This is an optimization exercise on Yosys and OpenROAD, whose aim is small area, a short achievable clock period and few clock cycles per item, not a production implementation. Function was checked by simulation only, so behaviour that the tests miss may differ from the original. Power is estimated from default activity; no workload was simulated.

Design cnn_pool, start of the top module:
module cnn_pool
#(
    parameter int IMG_DIM = cnn_geom_pkg::DEF_IMG_DIM
)
(
    input  logic     clk,
    input  logic     reset,
    input  logic     i_start,
    input  wb_bus_pkg::wb_addr_t i_src_base,
    input  wb_bus_pkg::wb_addr_t i_dst_base,
    input  wb_bus_pkg::wb_data_t i_rd_dat,
    input  logic     i_rd_ack,
    input  logic     i_wr_ack,
    output logic     o_rd_cyc,
    output logic     o_rd_stb,
    output wb_bus_pkg::wb_addr_t o_rd_adr,
    output logic     o_wr_cyc,
    output logic     o_wr_stb,
    output logic     o_wr_we,
    output wb_bus_pkg::wb_addr_t o_wr_adr,
    output wb_bus_pkg::wb_data_t o_wr_dat,
    output logic     o_busy,
    output logic     o_done
);
    localparam int NTAP = cnn_geom_pkg::KERNEL_TAPS;
    localparam int LB   = 18;                 
    logic        job_go;
    logic        idle;                        
    logic        clr;
    logic        rd_take;
    logic        wr_take;
    logic [6:0]  rq;                          
    logic [6:0]  rq_lim;                      
    logic        rq_ok;
    logic [7:0]  d_in;
    logic        v_in;
    logic [6:0]  wc;                          
    logic [7:0]  wgt [NTAP];
    logic [7:0]  lbuf [LB];
    logic [6:0]  stp;                         
    logic [6:0]  stp_nxt;
    logic        step;
    logic        shift;
  ...
Size in the first run: about 2700 cells after synthesis, roughly 110 I/O pins.
==> flow/config.mk <==
export PLATFORM = sky130hd
export DESIGN_NAME = cnn_pool
export DESIGN_NICKNAME = cnn_pool
export VERILOG_FILES = /design/flow/design.v
export SDC_FILE = /design/flow/constraint.sdc
export NUM_CORES = 4
export LEC_CHECK = 0
export CAP_MARGIN = 20
export CORE_MARGIN = 2
export CORE_UTILIZATION = 40
export SETUP_SLACK_MARGIN = 5
export SLEW_MARGIN = 20
export SYNTH_HIERARCHICAL = 1
export SYNTH_MINIMUM_KEEP_SIZE = 0
==> flow/constraint.sdc <==
create_clock -name core_clock -period 9.0 [get_ports {clk}]
set_input_delay 1.8000 -clock core_clock [delete_from_list [all_inputs] [get_ports {clk}]]
set_output_delay 1.8000 -clock core_clock [all_outputs]
set_load 0.01 [all_outputs]
standard.sh (not shown) runs the stock make flow with config.mk's settings and CLKGATE_MAP_FILE= SYNTH_SCRIPT=/design/flow/synth_recipe.tcl, a recipe that flattens the netlist after the stock synthesis.
==> flow/flow/run.sh <==
#!/bin/bash
set -euo pipefail
SETUP_MARGIN=${SETUP_MARGIN:-6}
bash standard.sh \
    "BUFFER_PORTS_ARGS=-buffer_cell sky130_fd_sc_hd__buf_2" \
    "SETUP_SLACK_MARGIN=${SETUP_MARGIN}" \
    finish > flow_make.log 2>&1
Testbench counts at the start, summed over its fixed seeds: cycles 8,544, jobs 96.
Edit:
--- a/flow/design.v
+++ b/flow/design.v
@@ -3521,27 +3521,27 @@
     logic [8*NTAP-1:0] win_p;
     logic        t_val;
     logic [5:0]  t_ctr;
     logic        u_val;
     logic [5:0]  u_ctr;
     cnn_geom_pkg::acc_t sum;
     logic        s_val;
     logic [5:0]  s_ctr;
     cnn_geom_pkg::acc_t s_sum;
     logic [15:0] clip;
     logic [15:0] pmax [4];
     logic [15:0] pm_cur;
+    logic [3:0]  gt4;
     logic        s_gt;
     logic        upd;
-    logic [15:0] run_nxt;
     logic [4:0]  n_done;                      
     logic [4:0]  n_taken;                     
     logic        fin_now;
     logic        avail;
     logic        wr_load;
     assign job_go  = i_start && !o_busy;
     assign clr     = reset || o_done;
     assign rd_take = o_rd_stb && i_rd_ack;
     assign wr_take = o_wr_stb && i_wr_ack;
     assign o_rd_cyc = o_rd_stb;
     assign o_wr_cyc = o_wr_stb;
     assign o_wr_we  = o_wr_stb;
@@ -3724,48 +3724,54 @@
         begin
             t_val <= step;
             u_val <= t_val;
             s_val <= u_val;
         end
         t_ctr <= stp[5:0];
         u_ctr <= t_ctr;
         s_ctr <= u_ctr;
         s_sum <= sum;
     end
     assign clip   = s_sum[19] ? 16'd0 : (|s_sum[18:16]) ? 16'hffff : s_sum[15:0];
     assign pm_cur = pmax[s_ctr[2:1]];
-    assign s_gt   = !s_sum[19] && ((|s_sum[18:16]) || (s_sum[15:0] > pm_cur));
+    always_comb
+    begin
+        for (int k = 0; k < 4; k++)
+        begin
+            gt4[k] = s_sum[15:0] > pmax[k];
+        end
+    end
+    assign s_gt   = !s_sum[19] && ((|s_sum[18:16]) || gt4[s_ctr[2:1]]);
     assign upd     = (!s_ctr[3] && !s_ctr[0]) || s_gt;
-    assign run_nxt = upd ? clip : pm_cur;
     always_ff @(posedge clk)
     begin
         if (s_val && upd)
         begin
             pmax[s_ctr[2:1]] <= clip;
         end
     end
     always_ff @(posedge clk)
     begin
         if (clr)
         begin
             n_done <= '0;
         end
         else if (fin_now)
         begin
             n_done <= n_done + 5'd1;
         end
     end
     assign fin_now = s_val && s_ctr[3] && s_ctr[0];
     assign avail   = (n_done != n_taken);
-    assign wr_load = (!o_wr_stb || i_wr_ack) && (avail || fin_now);
+    assign wr_load = (!o_wr_stb || i_wr_ack) && avail;
     always_ff @(posedge clk)
     begin
         if (reset)
         begin
             o_wr_stb <= 1'b0;
             o_done   <= 1'b0;
         end
         else
         begin
             o_done <= wr_take && (n_taken == 5'd16);
             if (wr_load)
             begin
@@ -3783,24 +3789,24 @@
         begin
             n_taken <= '0;
         end
         else if (wr_load)
         begin
             n_taken <= n_taken + 5'd1;
         end
     end
     always_ff @(posedge clk)
     begin
         if (wr_load)
         begin
-            o_wr_dat <= avail ? pmax[n_taken[1:0]] : run_nxt;
+            o_wr_dat <= pmax[n_taken[1:0]];
         end
         if (idle)
         begin
             o_wr_adr <= i_dst_base;
         end
         else if (wr_take)
         begin
             o_wr_adr <= o_wr_adr + 16'd1;
         end
     end
 endmodule
Worst setup slack is better by 0.34 ns.
Count of clock-buffer cells in the layout falls by 2.
Power falls by 2.8%.
Cell count falls by 0.75%.
First-iteration DRC count rises by 4.5%.
Global-route usage falls by 1.7 points.
Critical path depth falls by 8.
Area after synthesis barely changes.
Register-to-register slack is better by 0.34 ns.
Die area is about the same.
Wire length falls by 8.4%.
Synthesized cell count rises by 1.8%.
Testbench counts after the change, summed over its fixed seeds: cycles 8,640, jobs 96.

## what the ideal ports hide
How much do the figures lean on ideal ports? The routed layouts below were timed once more, with nothing changed but the port constraints. Step 1 assumes that a clkbuf_16 drives the clock port and a buf_2 every other input. Step 2 also shifts input and output timing later by t, the mid clock arrival at the registers, as if the neighbouring blocks saw the same clock. Slacks: ideal ports / drivers / drivers and shift; pairs: ideal ports / drivers.
| run | shift t [ns] | slack for setup (ns) | slew at the worst register clock pin (ns) | worst slew at a driven data input, ns | pins driven straight from the clock port |
|---|---|---|---|---|---|
| the first run | 0.663 | 5.588 / 5.588 / 5.588 | 0.06 / 0.06 | 0.04 | 1 |
| the second run | 0.671 | 5.930 / 5.930 / 5.386 | 0.07 / 0.07 | 0.04 | 1 |
After both steps setup and hold are still met in every run listed. The setup slack of the second run, which loses most, moves by 0.000 ns with the drivers and by -0.544 ns with both steps.
